Source: an optimization exercise on an open RTL-to-GDS flow (aim: small area, a short achievable clock period and few clock cycles per item). Production flows keep margins and buffers that such runs may drop.
Function was checked by simulation only, so behaviour that the tests miss may differ from the original.

==> v27 <==
Design rgb_to_xy_chromaticity, start of the top module:
module rgb_to_xy_chromaticity (
    input  logic        i_clk,
    input  logic        i_rst_n,
    input  logic        i_s_tvalid,
    output logic        o_s_tready,
    input  logic [23:0] i_s_tdata,    
    output logic        o_m_tvalid,
    input  logic        i_m_tready,
    output logic [31:0] o_m_tdata,    
    output logic [0:0]  o_m_tuser     
);
==> module rgb_to_xy_chromaticity, before the edit <==
module rgb_to_xy_chromaticity (
    input  logic        i_clk,
    input  logic        i_rst_n,
    input  logic        i_s_tvalid,
    output logic        o_s_tready,
    input  logic [23:0] i_s_tdata,    
    output logic        o_m_tvalid,
    input  logic        i_m_tready,
    output logic [31:0] o_m_tdata,    
    output logic [0:0]  o_m_tuser     
);
    localparam int LAT = rgbxy_pkg::LAT;
    localparam int XW  = rgbxy_pkg::X_W;
    localparam int SW  = rgbxy_pkg::S_W;
    localparam int BD  = 16;           
    localparam int BA  = 4;            
    logic [LAT-1:0] r_vld;             
    logic [LAT-1:0] r_blk;             
    logic [BA:0]    r_sin;             
    logic [BA:0]    r_siss;            
    logic [BA:0]    r_sout;            
    logic [BD-1:0]  r_cnt;             
    logic           r_ov;              
    logic           w_acc, w_iss, w_end, w_ld, w_take, w_drop;
    assign w_acc  = i_s_tvalid & ~r_cnt[BD-1];
    assign w_iss  = r_siss != r_sin;
    assign w_end  = r_vld[LAT-1];
    assign w_ld   = ~r_ov | i_m_tready;
    assign w_take = w_end & w_ld;
    assign w_drop = w_end & ~w_ld;
    always_ff @(posedge i_clk) begin
        if (!i_rst_n) begin
            r_vld  <= '0;
            r_sin  <= '0;
            r_siss <= '0;
            r_sout <= '0;
            r_cnt  <= '0;
            r_ov   <= 1'b0;
        end else begin
            r_sin  <= r_sin + (BA+1)'(w_acc);
            r_sout <= r_sout + (BA+1)'(w_take);
            case ({w_acc, w_take})
                2'b10:   r_cnt <= {r_cnt[BD-2:0], 1'b1};
                2'b01:   r_cnt <= {1'b0, r_cnt[BD-1:1]};
                default: r_cnt <= r_cnt;
            endcase
            if (w_ld) r_ov <= w_end;
            if (w_drop) begin
                r_vld  <= '0;
                r_siss <= r_sout;
            end else begin
                r_vld  <= {r_vld[LAT-2:0], w_iss};
                r_siss <= r_siss + (BA+1)'(w_iss);
            end
        end
    end
    assign o_s_tready = ~r_cnt[BD-1];
    logic [23:0] r_ib [BD];
    logic [23:0] w_ib;
    always_ff @(posedge i_clk) begin
        if (w_acc) r_ib[r_sin[BA-1:0]] <= i_s_tdata;
    end
    assign w_ib = r_ib[r_siss[BA-1:0]];
    logic [23:0]              r_in;
    rgbxy_pkg::t_lin3         w_lin;
    rgbxy_pkg::t_lin3         r_lin;
    logic [XW-1:0]            w_xs, w_xc, w_ys, w_yc;
    logic [SW-1:0]            w_ss, w_sc;
    logic [XW-1:0]            r_x, r_y;
    logic [SW-1:0]            r_s;
    logic [14:0]              w_xa, w_xam1, w_ya, w_yam1;
    logic [1:0]               w_xd, w_yd;
    logic [rgbxy_pkg::R_W-1:0] w_xws, w_xwc, w_yws, w_ywc;
    logic [15:0]              w_xq, w_yq;
    always_ff @(posedge i_clk) begin
        r_in  <= w_ib;
        r_blk <= {r_blk[LAT-2:0], w_ib == '0};
    end
    rgbxy_lin u_lin (
        .i_red   (r_in[7:0]),
        .i_green (r_in[15:8]),
        .i_blue  (r_in[23:16]),
        .o_lin   (w_lin)
    );
    always_ff @(posedge i_clk) r_lin <= w_lin;
    rgbxy_mat u_mat (
        .i_clk (i_clk),
        .i_lin (r_lin),
        .o_xs  (w_xs), .o_xc (w_xc),
        .o_ys  (w_ys), .o_yc (w_yc),
        .o_ss  (w_ss), .o_sc (w_sc)
    );
    always_ff @(posedge i_clk) begin
        r_x  <= w_xs + w_xc;
        r_y  <= w_ys + w_yc;
        r_s  <= w_ss + w_sc;
    end
    rgbxy_div u_div (
        .i_clk      (i_clk),
        .i_num_x    (r_x),
        .i_num_y    (r_y),
        .i_den      (r_s),
        .o_x_a      (w_xa),
        .o_x_am1    (w_xam1),
        .o_x_q      (w_xd),
        .o_x_ws     (w_xws),
        .o_x_wc     (w_xwc),
        .o_y_a      (w_ya),
        .o_y_am1    (w_yam1),
        .o_y_q      (w_yd),
        .o_y_ws     (w_yws),
        .o_y_wc     (w_ywc)
    );
    function automatic logic [15:0] quot(input logic [14:0] a, input logic [14:0] am1,
                                         input logic [1:0] q, input logic neg);
        quot = {(q[1] | (~q[0] & ~neg)) ? a : am1, q[1] ^ q[0] ^ neg};
    endfunction
    logic [rgbxy_pkg::R_W-1:0] w_xr, w_yr;
    always_comb begin
        w_xr = w_xws + w_xwc;
        w_yr = w_yws + w_ywc;
        w_xq = quot(w_xa, w_xam1, w_xd, w_xr[rgbxy_pkg::R_W-1]);
        w_yq = quot(w_ya, w_yam1, w_yd, w_yr[rgbxy_pkg::R_W-1]);
    end
    logic [32:0] r_od;
    always_ff @(posedge i_clk) begin
        if (w_ld) begin
            r_od <= r_blk[LAT-1] ? 33'd0 : {1'b1, w_yq, w_xq};
        end
    end
    assign o_m_tvalid = r_ov;
    assign o_m_tdata  = r_od[31:0];
    assign o_m_tuser  = r_od[32];
endmodule
==> flow/config.mk <==
export PLATFORM = sky130hd
export DESIGN_NAME = rgb_to_xy_chromaticity
export DESIGN_NICKNAME = rgb_to_xy_chromaticity
export VERILOG_FILES = /design/flow/design.v
export SDC_FILE = /design/flow/constraint.sdc
export NUM_CORES = 4
export LEC_CHECK = 0
export ABC_AREA = 1
export CAP_MARGIN = 20
export CORE_MARGIN = 2
export CORE_UTILIZATION = 40
export CTS_BUF_LIST = sky130_fd_sc_hd__clkbuf_8
export SETUP_SLACK_MARGIN = 4.7
export SLEW_MARGIN = 20
==> flow/constraint.sdc <==
create_clock -name core_clock -period 8.0 [get_ports {i_clk}]
set_input_delay 1.6000 -clock core_clock [delete_from_list [all_inputs] [get_ports {i_clk}]]
set_output_delay 1.6000 -clock core_clock [all_outputs]
set_load 0.01 [all_outputs]
run.sh (not shown) runs the stock make flow with config.mk's settings and CLKGATE_MAP_FILE= SYNTH_SCRIPT=/design/flow/synth_recipe.tcl, a recipe that flattens the netlist after the stock synthesis.
==> v34: changes against v27 <==
--- a/flow/design.v
+++ b/flow/design.v
@@ -2511,20 +2511,18 @@
 endmodule
 module rgbxy_div (
     input  logic                           i_clk,
     input  logic [rgbxy_pkg::X_W-1:0]      i_num_x,
     input  logic [rgbxy_pkg::X_W-1:0]      i_num_y,
     input  logic [rgbxy_pkg::S_W-1:0]      i_den,
     output logic [rgbxy_pkg::OUT_W-2:0]    o_x_a,      
-    output logic [rgbxy_pkg::OUT_W-2:0]    o_x_am1,    
     output logic [1:0]                     o_x_q,      
     output logic [rgbxy_pkg::R_W-1:0]      o_x_ws,     
     output logic [rgbxy_pkg::R_W-1:0]      o_x_wc,
     output logic [rgbxy_pkg::OUT_W-2:0]    o_y_a,
-    output logic [rgbxy_pkg::OUT_W-2:0]    o_y_am1,
     output logic [1:0]                     o_y_q,
     output logic [rgbxy_pkg::R_W-1:0]      o_y_ws,
     output logic [rgbxy_pkg::R_W-1:0]      o_y_wc
 );
     localparam int SW  = rgbxy_pkg::S_W;
     localparam int RW  = rgbxy_pkg::R_W;
     localparam int NQ  = rgbxy_pkg::FRAC_BITS;
@@ -2547,20 +2545,20 @@
     logic [RW-1:0] r_xc [NP+2];
     logic [RW-1:0] r_ys [NP+2];
     logic [RW-1:0] r_yc [NP+2];
     logic [NQ-1:0] r_xp [NP+2];
     logic [NQ-1:0] r_xn [NP+2];
     logic [NQ-1:0] r_yp [NP+2];
     logic [NQ-1:0] r_yn [NP+2];
+    logic [RW-1:0] w_c0;
+    assign w_c0 = {3'b110, ~r_d[0]};
     always_ff @(posedge i_clk) begin
         r_d[0]  <= n_d[4][SW-2:0];
         r_xs[0] <= {1'b0, n_x[4], 1'b1};
-        r_xc[0] <= {3'b110, ~n_d[4][SW-2:0]};
         r_ys[0] <= {1'b0, n_y[4], 1'b1};
-        r_yc[0] <= {3'b110, ~n_d[4][SW-2:0]};
         r_xp[0] <= NQ'(1);
         r_xn[0] <= '0;
         r_yp[0] <= NQ'(1);
         r_yn[0] <= '0;
     end
     function automatic logic [1:0] sel(input logic [3:0] est);
         sel = {~est[3], est[3] & (est != 4'hf)};    
@@ -2604,16 +2602,16 @@
         w1  = csa(ws, wc, mult(q1, d), q1[1]);
         w2  = csa(w1[2*RW-1:RW], w1[RW-1:0], mult(q2, d), q2[1]);
         two_steps = {q1, q2, w2};
     endfunction
     for (genvar st = 0; st < NP; st++) begin : g_stg
         logic [2*RW+3:0] rx, ry;
         always_comb begin
-            rx = two_steps(r_xs[st], r_xc[st], r_d[st]);
-            ry = two_steps(r_ys[st], r_yc[st], r_d[st]);
+            rx = two_steps(r_xs[st], (st == 0) ? w_c0 : r_xc[st], r_d[st]);
+            ry = two_steps(r_ys[st], (st == 0) ? w_c0 : r_yc[st], r_d[st]);
         end
         always_ff @(posedge i_clk) begin
             r_d[st+1]  <= r_d[st];
             r_xs[st+1] <= rx[2*RW-1:RW];
             r_xc[st+1] <= rx[RW-1:0];
             r_ys[st+1] <= ry[2*RW-1:RW];
             r_yc[st+1] <= ry[RW-1:0];
@@ -2629,20 +2627,18 @@
         w_xq = sel(r_xs[NP][RW-1 -: 4] + r_xc[NP][RW-1 -: 4]);
         w_yq = sel(r_ys[NP][RW-1 -: 4] + r_yc[NP][RW-1 -: 4]);
         w_xw = csa(r_xs[NP], r_xc[NP], mult(w_xq, r_d[NP]), w_xq[1]);
         w_yw = csa(r_ys[NP], r_yc[NP], mult(w_yq, r_d[NP]), w_yq[1]);
     end
     always_ff @(posedge i_clk) begin
         o_x_a   <= r_xp[NP][NQ-2:0] - r_xn[NP][NQ-2:0];
-        o_x_am1 <= r_xp[NP][NQ-2:0] + ~r_xn[NP][NQ-2:0];
         o_x_q   <= w_xq;
         o_x_ws  <= w_xw[2*RW-1:RW];
         o_x_wc  <= w_xw[RW-1:0];
         o_y_a   <= r_yp[NP][NQ-2:0] - r_yn[NP][NQ-2:0];
-        o_y_am1 <= r_yp[NP][NQ-2:0] + ~r_yn[NP][NQ-2:0];
         o_y_q   <= w_yq;
         o_y_ws  <= w_yw[2*RW-1:RW];
         o_y_wc  <= w_yw[RW-1:0];
     end
 endmodule
 module rgb_to_xy_chromaticity (
     input  logic        i_clk,
@@ -2743,29 +2739,29 @@
     end
     rgbxy_div u_div (
         .i_clk      (i_clk),
         .i_num_x    (r_x),
         .i_num_y    (r_y),
         .i_den      (r_s),
         .o_x_a      (w_xa),
-        .o_x_am1    (w_xam1),
         .o_x_q      (w_xd),
         .o_x_ws     (w_xws),
         .o_x_wc     (w_xwc),
         .o_y_a      (w_ya),
-        .o_y_am1    (w_yam1),
         .o_y_q      (w_yd),
         .o_y_ws     (w_yws),
         .o_y_wc     (w_ywc)
     );
     function automatic logic [15:0] quot(input logic [14:0] a, input logic [14:0] am1,
                                          input logic [1:0] q, input logic neg);
         quot = {(q[1] | (~q[0] & ~neg)) ? a : am1, q[1] ^ q[0] ^ neg};
     endfunction
     logic [rgbxy_pkg::R_W-1:0] w_xr, w_yr;
+    assign w_xam1 = w_xa - 1'b1;
+    assign w_yam1 = w_ya - 1'b1;
     always_comb begin
         w_xr = w_xws + w_xwc;
         w_yr = w_yws + w_ywc;
         w_xq = quot(w_xa, w_xam1, w_xd, w_xr[rgbxy_pkg::R_W-1]);
         w_yq = quot(w_ya, w_yam1, w_yd, w_yr[rgbxy_pkg::R_W-1]);
     end
     logic [32:0] r_od;
Settings changed: CTS_BUF_LIST sky130_fd_sc_hd__clkbuf_8 to sky130_fd_sc_hd__clkbuf_16, CTS_CLUSTER_DIAMETER set to 100, CTS_CLUSTER_SIZE set to 20, SETUP_SLACK_MARGIN 4.7 to 4.0.
==> v28: changes against v27 <==
--- a/flow/design.v
+++ b/flow/design.v
@@ -2654,77 +2654,54 @@
     input  logic        i_m_tready,
     output logic [31:0] o_m_tdata,    
     output logic [0:0]  o_m_tuser     
 );
     localparam int LAT = rgbxy_pkg::LAT;
     localparam int XW  = rgbxy_pkg::X_W;
     localparam int SW  = rgbxy_pkg::S_W;
-    localparam int BD  = 16;           
-    localparam int BA  = 4;            
+    localparam int FD  = 16;           
+    localparam int FA  = 4;            
+    localparam int CAP = FD + 1;       
+    localparam int CW  = 5;            
     logic [LAT-1:0] r_vld;             
     logic [LAT-1:0] r_blk;             
-    logic [BA:0]    r_sin;             
-    logic [BA:0]    r_siss;            
-    logic [BA:0]    r_sout;            
-    logic [BD-1:0]  r_cnt;             
-    logic           r_ov;              
-    logic           w_acc, w_iss, w_end, w_ld, w_take, w_drop;
-    assign w_acc  = i_s_tvalid & ~r_cnt[BD-1];
-    assign w_iss  = r_siss != r_sin;
-    assign w_end  = r_vld[LAT-1];
-    assign w_ld   = ~r_ov | i_m_tready;
-    assign w_take = w_end & w_ld;
-    assign w_drop = w_end & ~w_ld;
+    logic [CW-1:0]  r_cnt;             
+    logic           r_rdy;
+    logic           w_acc, w_pop;
+    assign w_acc = i_s_tvalid & r_rdy;
+    assign w_pop = o_m_tvalid & i_m_tready;
     always_ff @(posedge i_clk) begin
         if (!i_rst_n) begin
-            r_vld  <= '0;
-            r_sin  <= '0;
-            r_siss <= '0;
-            r_sout <= '0;
-            r_cnt  <= '0;
-            r_ov   <= 1'b0;
+            r_vld <= '0;
+            r_cnt <= '0;
+            r_rdy <= 1'b0;
         end else begin
-            r_sin  <= r_sin + (BA+1)'(w_acc);
-            r_sout <= r_sout + (BA+1)'(w_take);
-            case ({w_acc, w_take})
-                2'b10:   r_cnt <= {r_cnt[BD-2:0], 1'b1};
-                2'b01:   r_cnt <= {1'b0, r_cnt[BD-1:1]};
-                default: r_cnt <= r_cnt;
+            r_vld <= {r_vld[LAT-2:0], w_acc};
+            case ({w_acc, w_pop})
+                2'b10:   begin r_cnt <= r_cnt + 1'b1; r_rdy <= r_cnt + 2 <= CW'(CAP); end
+                2'b01:   begin r_cnt <= r_cnt - 1'b1; r_rdy <= 1'b1; end
+                default: begin r_rdy <= r_cnt + 1 <= CW'(CAP); end
             endcase
-            if (w_ld) r_ov <= w_end;
-            if (w_drop) begin
-                r_vld  <= '0;
-                r_siss <= r_sout;
-            end else begin
-                r_vld  <= {r_vld[LAT-2:0], w_iss};
-                r_siss <= r_siss + (BA+1)'(w_iss);
-            end
         end
     end
-    assign o_s_tready = ~r_cnt[BD-1];
-    logic [23:0] r_ib [BD];
-    logic [23:0] w_ib;
-    always_ff @(posedge i_clk) begin
-        if (w_acc) r_ib[r_sin[BA-1:0]] <= i_s_tdata;
-    end
-    assign w_ib = r_ib[r_siss[BA-1:0]];
+    assign o_s_tready = r_rdy;
     logic [23:0]              r_in;
     rgbxy_pkg::t_lin3         w_lin;
     rgbxy_pkg::t_lin3         r_lin;
     logic [XW-1:0]            w_xs, w_xc, w_ys, w_yc;
     logic [SW-1:0]            w_ss, w_sc;
     logic [XW-1:0]            r_x, r_y;
     logic [SW-1:0]            r_s;
     logic [14:0]              w_xa, w_xam1, w_ya, w_yam1;
     logic [1:0]               w_xd, w_yd;
     logic [rgbxy_pkg::R_W-1:0] w_xws, w_xwc, w_yws, w_ywc;
     logic [15:0]              w_xq, w_yq;
     always_ff @(posedge i_clk) begin
-        r_in  <= w_ib;
-        r_blk <= {r_blk[LAT-2:0], w_ib == '0};
+        r_in  <= i_s_tdata;
+        r_blk <= {r_blk[LAT-2:0], i_s_tdata == '0};
     end
     rgbxy_lin u_lin (
         .i_red   (r_in[7:0]),
         .i_green (r_in[15:8]),
         .i_blue  (r_in[23:16]),
         .o_lin   (w_lin)
     );
@@ -2764,17 +2741,39 @@
     logic [rgbxy_pkg::R_W-1:0] w_xr, w_yr;
     always_comb begin
         w_xr = w_xws + w_xwc;
         w_yr = w_yws + w_ywc;
         w_xq = quot(w_xa, w_xam1, w_xd, w_xr[rgbxy_pkg::R_W-1]);
         w_yq = quot(w_ya, w_yam1, w_yd, w_yr[rgbxy_pkg::R_W-1]);
     end
-    logic [32:0] r_od;
+    logic [32:0]   r_mem [FD];
+    logic [FA:0]   r_wp, r_rp;
+    logic          r_ov;
+    logic [32:0]   r_od;
+    logic          w_empty, w_ld;
+    assign w_empty = r_wp == r_rp;
+    assign w_ld    = ~r_ov | i_m_tready;
     always_ff @(posedge i_clk) begin
+        if (r_vld[LAT-1]) begin
+            r_mem[r_wp[FA-1:0]] <= r_blk[LAT-1] ? 33'd0 : {1'b1, w_yq, w_xq};
+        end
         if (w_ld) begin
-            r_od <= r_blk[LAT-1] ? 33'd0 : {1'b1, w_yq, w_xq};
+            r_od <= r_mem[r_rp[FA-1:0]];
+        end
+    end
+    always_ff @(posedge i_clk) begin
+        if (!i_rst_n) begin
+            r_wp <= '0;
+            r_rp <= '0;
+            r_ov <= 1'b0;
+        end else begin
+            if (r_vld[LAT-1]) r_wp <= r_wp + 1'b1;
+            if (w_ld) begin
+                r_ov <= ~w_empty;
+                if (~w_empty) r_rp <= r_rp + 1'b1;
+            end
         end
     end
     assign o_m_tvalid = r_ov;
     assign o_m_tdata  = r_od[31:0];
     assign o_m_tuser  = r_od[32];
 endmodule
Settings changed: CTS_BUF_LIST sky130_fd_sc_hd__clkbuf_8 to unset, SETUP_SLACK_MARGIN 4.7 to 4.5.
==> run notes <==
item	v28	v34	v27
Status	finished clean	finished clean	finished clean
Synthesized-area fraction occupied by and/or/nand/nor cells	11.8%	11.7%	11.7%
Multiplexer fraction of the synthesized cell area	0%	0.0135%	0.0267%
Total track usage	24.6%	24.1%	25.5%
M1 WL	203 mm	204 mm	206 mm
Sequential fraction of total cell area	35.2%	36.6%	33.3%
Starting utilization of the core area	40.2%	40.1%	40.2%
Post-synthesis cell type count	60	61	61
First-pass GRT wire length	729 mm	683 mm	731 mm
Met1 capacity usage during global routing	32.0%	33.8%	33.3%
Tapcell Cnt	5175	4950	4972
Placed wire-length estimate after detailed placement	345 mm	346 mm	345 mm
Number of antenna violations at the first check in global routing	12	13	20
Clock root buffer master	sky130_fd_sc_hd__clkbuf_16	sky130_fd_sc_hd__clkbuf_16	sky130_fd_sc_hd__clkbuf_8
Setup Skew	101 ps	88.1 ps	123 ps
Growth of design area from synthesis to finish	16.4%	7.53%	19.2%
Clock buffer cells	421	169	573
Wire length on met2	232 mm	203 mm	230 mm
Number of cells after detailed placement	20844	20056	20295
Layout Cells excl Fill	21722	20320	21593
R2R Setup Slk	4320 ps	3960 ps	4430 ps
Testbench counts of v27, summed over its fixed seeds: cycles 16,120, items 16,000.
Testbench counts of v34, summed over its fixed seeds: cycles 16,120, items 16,000.
Testbench counts of v28, summed over its fixed seeds: cycles 16,120, items 16,000.

port drivers added, routing unchanged:
No port has a modelled driver above. Below, the same layouts with a new extraction and two added sets of constraints.
Step 1, drivers: a clkbuf_16 drives i_clk and a buf_2 each remaining input, both assumed.
Step 2 moves the port delays by t, midway between the first and last clock arrival at a register: inputs arrive t later, outputs are due t later. That takes back most of the time a late clock gives input paths.
a / b / c = ideal ports / drivers / drivers and shift; a / b = the first two.
run | t (ns) | setup WS [ns] | hold slack, ns | worst register clock-pin slew, ns | worst slew at a driven data input, ns
v27 | 1.200 | 4.435 / 4.435 / 3.858 | 0.308 / 0.308 / 0.308 | 0.08 / 0.08 | 0.14
v34 | 0.990 | 3.964 / 3.964 / 3.964 | 0.280 / 0.280 / 0.280 | 0.09 / 0.09 | 0.21
v28 | 1.022 | 4.317 / 4.317 / 4.030 | 0.252 / 0.252 / 0.252 | 0.07 / 0.07 | 0.15
After both steps setup and hold are still met in every run listed. The setup slack of v27, which loses most, moves by 0.000 ns with the drivers and by -0.577 ns with both steps.
